This design comes from an exercise in tuning for a short achievable clock period and few clock cycles on the open sky130 flow, not from production work.
Only simulation tests tie the RTL to the original design; equivalence was not proved.
Power and IR drop assume default switching activity.

== build 83 ==
## color_key_sprite_run_encoder
module color_key_sprite_run_encoder
#(
  parameter int MAX_WIDTH  = cksre_pkg::DEF_MAX_WIDTH,
  parameter int MAX_HEIGHT = cksre_pkg::DEF_MAX_HEIGHT
) (
  input  logic                  clk,
  input  logic                  rst,
  input  logic                  cfg_valid,
  output logic                  cfg_ready,
  input  logic [cksre_pkg::CFG_IDX_W-1:0]  cfg_index,
  input  logic [cksre_pkg::CFG_DATA_W-1:0] cfg_data,
  input  logic                  in_valid,
  output logic                  in_ready,
  input  logic [cksre_pkg::PIX_W-1:0]      pixel,
  output logic                  out_valid,
  input  logic                  out_ready,
  output logic [cksre_pkg::KIND_W-1:0]     word_kind,
  output logic [cksre_pkg::VALUE_W-1:0]    word_value,
  output logic                  row_empty,
  output logic [cksre_pkg::ROW_OUT_W-1:0]  row_number,
  output logic                  last_of_burst
);
  logic        rstq;
  logic        in_ready_i;
  logic        px_v;
  logic [15:0] px_d;
  logic        ev_v, ev_run, ev_row, ev_tot;
  logic [5:0]  ev_len;
  logic [4:0]  ev_col;
  assign cfg_ready = 1'b1;
  always_ff @(posedge clk) begin
    rstq <= rst;
  end
  cksre_dp #(
    .MAX_WIDTH  (MAX_WIDTH),
    .MAX_HEIGHT (MAX_HEIGHT)
  ) u_dp (
    .clk       (clk),
    .rst       (rst),
    .rstq      (rstq),
    .cfg_valid (cfg_valid),
    .cfg_index (cfg_index),
    .cfg_data  (cfg_data),
    .in_valid  (in_valid),
    .in_ready_i (in_ready_i),
    .pixel     (pixel),
    .px_v      (px_v),
    .px_d      (px_d),
    .ev_v      (ev_v),
    .ev_run    (ev_run),
    .ev_len    (ev_len),
    .ev_col    (ev_col),
    .ev_row    (ev_row),
    .ev_tot    (ev_tot)
  );
  cksre_ctrl u_ctrl (
  ...
For scale: about 73 I/O pins.
export LEC_CHECK = 0
export ABC_CLOCK_PERIOD_IN_PS = 1500
export CAP_MARGIN = 20
export CORE_MARGIN = 2
export CORE_UTILIZATION = 40
export SETUP_SLACK_MARGIN = 3.0
export SLEW_MARGIN = 20
export TNS_END_PERCENT = 100
create_clock -name core_clock -period 5.0 [get_ports {clk}]
run.sh (not shown) runs the stock make flow with config.mk's settings and CLKGATE_MAP_FILE= SYNTH_SCRIPT=/design/flow/synth_recipe.tcl, a recipe that flattens the netlist after the stock synthesis.
Testbench counts of build 83, summed over its fixed seeds: cycles 50,767.
--- input diff build 83..build 77 ---
--- a/flow/design.v
+++ b/flow/design.v
@@ -82,13 +82,12 @@
   input  logic        ev_run,
   input  logic [5:0]  ev_len,
   input  logic [4:0]  ev_col,
   input  logic        ev_row,
   input  logic        ev_tot,
   output logic        in_ready,
-  output logic        in_ready_i,
   output logic        out_valid,
   input  logic        out_ready,
   output logic [2:0]  word_kind,
   output logic [15:0] word_value,
   output logic        row_empty,
   output logic [9:0]  row_number,
@@ -96,13 +95,13 @@
 );
   localparam int PA = $clog2(PX_DEPTH);
   localparam int EA = $clog2(EV_DEPTH);
   localparam int EVW = 1 + 6 + 5 + 1 + 1;
   logic [PX_DEPTH-1:0] pwp, prp, prp1;
   logic                pop_px_d;
-  logic [PA:0]         pcnt, pcnt_b;
+  logic [PA:0]         pcnt;
   logic [15:0]   prd0, prd1, p_head;
   logic          pop_px;
   cksre_ram #(.WIDTH(16), .DEPTH(PX_DEPTH)) u_pf (
     .clk(clk), .wr_en(px_v), .wr_sel(pwp), .wr_data(px_d),
     .rd_sel0(prp), .rd_data0(prd0), .rd_sel1(prp1), .rd_data1(prd1)
   );
@@ -125,23 +124,20 @@
   assign ecnt_dn = ecnt - 1'b1;
   always_ff @(posedge clk) begin
     if (rstq) begin
       pwp <= PX_DEPTH'(1); prp <= PX_DEPTH'(1); prp1 <= PX_DEPTH'(2); pcnt <= '0; pop_px_d <= 1'b0;
       ewp <= EV_DEPTH'(1); erp <= EV_DEPTH'(1); erp1 <= EV_DEPTH'(2); ecnt <= '0; ev_v_d <= 1'b0; ev_avail <= 1'b0;
       in_ready <= 1'b0;
-      in_ready_i <= 1'b0;
-      pcnt_b <= '0;
     end else begin
       if (px_v) pwp <= {pwp[PX_DEPTH-2:0], pwp[PX_DEPTH-1]};
       if (pop_px) begin
         prp  <= {prp[PX_DEPTH-2:0], prp[PX_DEPTH-1]};
         prp1 <= {prp1[PX_DEPTH-2:0], prp1[PX_DEPTH-1]};
       end
       pop_px_d <= pop_px;
       pcnt <= pcnt + {{PA{1'b0}}, px_v} - {{PA{1'b0}}, pop_px_d};
-      pcnt_b <= pcnt_b + {{PA{1'b0}}, px_v} - {{PA{1'b0}}, pop_px_d};
       if (ev_v) ewp <= {ewp[EV_DEPTH-2:0], ewp[EV_DEPTH-1]};
       if (pop_ev) begin
         erp  <= {erp[EV_DEPTH-2:0], erp[EV_DEPTH-1]};
         erp1 <= {erp1[EV_DEPTH-2:0], erp1[EV_DEPTH-1]};
       end
       ev_v_d <= ev_v;
@@ -151,13 +147,12 @@
       end
       if (!ev_v_d && pop_ev) begin
         ecnt     <= ecnt_dn;
         ev_avail <= (ecnt != (EA+1)'(1));
       end
       in_ready <= (pcnt <= (PA+1)'(PX_DEPTH - MARGIN)) && (ecnt <= (EA+1)'(EV_DEPTH - MARGIN));
-      in_ready_i <= (pcnt_b <= (PA+1)'(PX_DEPTH - MARGIN)) && (ecnt <= (EA+1)'(EV_DEPTH - MARGIN));
     end
     p_head <= pop_px ? prd1 : prd0;
     e_head <= pop_ev ? erd1 : erd0;
   end
   logic        g_busy;
   logic        ph_len, ph_col, ph_pix, ph_row, ph_tot;
@@ -298,13 +293,13 @@
   input  logic        rst,
   input  logic        rstq,
   input  logic        cfg_valid,
   input  logic [1:0]  cfg_index,
   input  logic [15:0] cfg_data,
   input  logic        in_valid,
-  input  logic        in_ready_i,
+  input  logic        in_ready,
   input  logic [15:0] pixel,
   output logic        px_v,
   output logic [15:0] px_d,
   output logic        ev_v,
   output logic        ev_run,
   output logic [5:0]  ev_len,
@@ -313,13 +308,13 @@
   output logic        ev_tot
 );
   logic        s0_pv, s0_cv;
   logic [15:0] s0_pix, s0_cdata;
   logic [1:0]  s0_cidx;
   always_ff @(posedge clk) begin
-    s0_pv    <= !rst && in_valid && in_ready_i;
+    s0_pv    <= !rst && in_valid && in_ready;
     s0_cv    <= !rst && cfg_valid;
     s0_pix   <= pixel;
     s0_cdata <= cfg_data;
     s0_cidx  <= cfg_index;
   end
   logic [15:0] key;
@@ -448,13 +443,12 @@
   output logic [cksre_pkg::VALUE_W-1:0]    word_value,
   output logic                  row_empty,
   output logic [cksre_pkg::ROW_OUT_W-1:0]  row_number,
   output logic                  last_of_burst
 );
   logic        rstq;
-  logic        in_ready_i;
   logic        px_v;
   logic [15:0] px_d;
   logic        ev_v, ev_run, ev_row, ev_tot;
   logic [5:0]  ev_len;
   logic [4:0]  ev_col;
   assign cfg_ready = 1'b1;
@@ -469,13 +463,13 @@
     .rst       (rst),
     .rstq      (rstq),
     .cfg_valid (cfg_valid),
     .cfg_index (cfg_index),
     .cfg_data  (cfg_data),
     .in_valid  (in_valid),
-    .in_ready_i (in_ready_i),
+    .in_ready  (in_ready),
     .pixel     (pixel),
     .px_v      (px_v),
     .px_d      (px_d),
     .ev_v      (ev_v),
     .ev_run    (ev_run),
     .ev_len    (ev_len),
@@ -493,13 +487,12 @@
     .ev_run        (ev_run),
     .ev_len        (ev_len),
     .ev_col        (ev_col),
     .ev_row        (ev_row),
     .ev_tot        (ev_tot),
     .in_ready      (in_ready),
-    .in_ready_i    (in_ready_i),
     .out_valid     (out_valid),
     .out_ready     (out_ready),
     .word_kind     (word_kind),
     .word_value    (word_value),
     .row_empty     (row_empty),
     .row_number    (row_number),
Notes after the runs:
Sequential cell area share essentially unchanged between build 77 and build 83.
met2 track utilization from global routing for build 77 is higher than for build 83.
In build 77, reported leakage power is lower than in build 83.
Build 77 vs build 83 on vias per cell: build 77 is the higher one.
In terms of detailed-routing wirelength on met1, build 83 and build 77 differ only marginally.
Relative to build 83, setup slack after layout has gone down in build 77.
Build 77 ended up with a lower number of fill cells in the layout than build 83 did.
Testbench counts of build 77, summed over its fixed seeds: cycles 50,767.

---

color_key_sprite_run_encoder, a different RTL version from the one above (not shown whole).
Size in the first run: ~0.053 mm^2 of cells after synthesis.
clock: 5.0 ns
lec_check: 0
abc_clock_period_in_ps: 1500
cap_margin: 20
core_margin: 2
core_utilization: 40
setup_slack_margin: 3.0
slew_margin: 20
tns_end_percent: 100
Testbench counts at the start, summed over its fixed seeds: cycles 50,767.
Next try:
--- a/flow/design.v
+++ b/flow/design.v
@@ -42,29 +42,33 @@
 module cksre_ram #(
   parameter int WIDTH = 16,
   parameter int DEPTH = 32
 ) (
   input  logic              clk,
   input  logic              wr_en,
   input  logic [DEPTH-1:0]  wr_sel,
   input  logic [WIDTH-1:0]  wr_data,
-  input  logic [DEPTH-1:0]  rd_sel,
-  output logic [WIDTH-1:0]  rd_data
+  input  logic [DEPTH-1:0]  rd_sel0,
+  output logic [WIDTH-1:0]  rd_data0,
+  input  logic [DEPTH-1:0]  rd_sel1,
+  output logic [WIDTH-1:0]  rd_data1
 );
   logic [WIDTH-1:0] mem [DEPTH];
   always_ff @(posedge clk) begin
     for (int i = 0; i < DEPTH; i++) begin
       if (wr_en && wr_sel[i]) mem[i] <= wr_data;
     end
   end
   always_comb begin
-    rd_data = '0;
+    rd_data0 = '0;
+    rd_data1 = '0;
     for (int i = 0; i < DEPTH; i++) begin
-      rd_data = rd_data | (mem[i] & {WIDTH{rd_sel[i]}});
+      rd_data0 = rd_data0 | (mem[i] & {WIDTH{rd_sel0[i]}});
+      rd_data1 = rd_data1 | (mem[i] & {WIDTH{rd_sel1[i]}});
     end
   end
 endmodule
 module cksre_ctrl
 #(
   parameter int PX_DEPTH = 40,
   parameter int EV_DEPTH = 16,
   parameter int MARGIN   = 7
@@ -91,35 +95,35 @@
   output logic        last_of_burst
 );
   localparam int PA = $clog2(PX_DEPTH);
   localparam int EA = $clog2(EV_DEPTH);
   localparam int EVW = 1 + 6 + 5 + 1 + 1;
   logic [PX_DEPTH-1:0] pwp, prp, prp1;
   logic                pop_px_d;
   logic [PA:0]         pcnt, pcnt_b;
-  logic [15:0]   prd0, p_head;
+  logic [15:0]   prd0, prd1, p_head;
   logic          pop_px;
   cksre_ram #(.WIDTH(16), .DEPTH(PX_DEPTH)) u_pf (
     .clk(clk), .wr_en(px_v), .wr_sel(pwp), .wr_data(px_d),
-    .rd_sel(pop_px ? prp1 : prp), .rd_data(prd0)
+    .rd_sel0(prp), .rd_data0(prd0), .rd_sel1(prp1), .rd_data1(prd1)
   );
   logic [EV_DEPTH-1:0] ewp, erp, erp1;
   logic [EA:0]         ecnt;
   logic                ev_v_d, ev_avail;
-  logic [EVW-1:0] ewd, erd0, e_head;
+  logic [EVW-1:0] ewd, erd0, erd1, e_head;
   logic           pop_ev;
   logic           e_run, e_row, e_tot;
   logic [5:0]     e_len;
   logic [4:0]     e_col;
   assign ewd = {ev_run, ev_len, ev_col, ev_row, ev_tot};
   assign {e_run, e_len, e_col, e_row, e_tot} = e_head;
   cksre_ram #(.WIDTH(EVW), .DEPTH(EV_DEPTH)) u_ef (
     .clk(clk), .wr_en(ev_v), .wr_sel(ewp), .wr_data(ewd),
-    .rd_sel(pop_ev ? erp1 : erp), .rd_data(erd0)
+    .rd_sel0(erp), .rd_data0(erd0), .rd_sel1(erp1), .rd_data1(erd1)
   );
   logic [EA:0] ecnt_up, ecnt_dn;
   assign ecnt_up = ecnt + 1'b1;
   assign ecnt_dn = ecnt - 1'b1;
   always_ff @(posedge clk) begin
     if (rstq) begin
       pwp <= PX_DEPTH'(1); prp <= PX_DEPTH'(1); prp1 <= PX_DEPTH'(2); pcnt <= '0; pop_px_d <= 1'b0;
       ewp <= EV_DEPTH'(1); erp <= EV_DEPTH'(1); erp1 <= EV_DEPTH'(2); ecnt <= '0; ev_v_d <= 1'b0; ev_avail <= 1'b0;
@@ -147,18 +151,18 @@
       end
       if (!ev_v_d && pop_ev) begin
         ecnt     <= ecnt_dn;
         ev_avail <= (ecnt != (EA+1)'(1));
       end
       in_ready <= (pcnt <= (PA+1)'(PX_DEPTH - MARGIN)) && (ecnt <= (EA+1)'(EV_DEPTH - MARGIN));
       in_ready_i <= (pcnt_b <= (PA+1)'(PX_DEPTH - MARGIN)) && (ecnt <= (EA+1)'(EV_DEPTH - MARGIN));
     end
-    p_head <= prd0;
-    e_head <= erd0;
+    p_head <= pop_px ? prd1 : prd0;
+    e_head <= pop_ev ? erd1 : erd0;
   end
   logic        g_busy;
   logic        ph_len, ph_col, ph_pix, ph_row, ph_tot;
   logic [5:0]  cnt;
   logic        cnt1;
   logic        c_row, c_tot;
   logic [5:0]  c_len;
   logic [4:0]  c_col;
Effect:
- setup slack improved by 0.56 ns
- power came out higher by 2.3%
- clock-buffer cell count came out lower by 12
- cell count came out higher by 7.9%
- area after synthesis came out higher by 7.3%
Testbench counts after the change, summed over its fixed seeds: cycles 50,767.

## afterwards: timing with drivers on the ports
Ports are ideal in the flow. The routed layouts listed here were re-timed in OpenROAD.
Step 1 (the two cells are an assumption about what drives the block):
set clk [get_ports {clk}]
set_driving_cell -lib_cell sky130_fd_sc_hd__clkbuf_16 $clk
set_driving_cell -lib_cell sky130_fd_sc_hd__buf_2 [delete_from_list [all_inputs] $clk]
Step 2 also shifts input and output timing later by t, the mid clock arrival at the registers, as if the neighbouring blocks saw the same clock.
Three values: ideal, step 1, step 2; two values: the first two.
run | t, ns | setup WS [ns] | worst hold slack (ns) | clock arrival spread, ns | cell pins on the clock port's net
build 83 | 0.853 | 2.771 / 2.690 / 2.293 | 0.306 / 0.306 / 0.306 | 0.036 / 0.035 | 1
build 77 | 0.849 | 2.740 / 2.666 / 2.280 | 0.326 / 0.326 / 0.326 | 0.037 / 0.037 | 1
the first run of note 2 | 0.825 | 2.128 / 2.128 / 2.128 | 0.327 / 0.327 / 0.327 | 0.028 / 0.028 | 1
the second run of note 2 | 0.873 | 2.686 / 2.610 / 2.187 | 0.321 / 0.321 / 0.321 | 0.050 / 0.051 | 1
After both steps setup and hold are still met in every run listed. The setup slack of the second run of note 2, which loses most, moves by -0.076 ns with the drivers and by -0.499 ns with both steps.
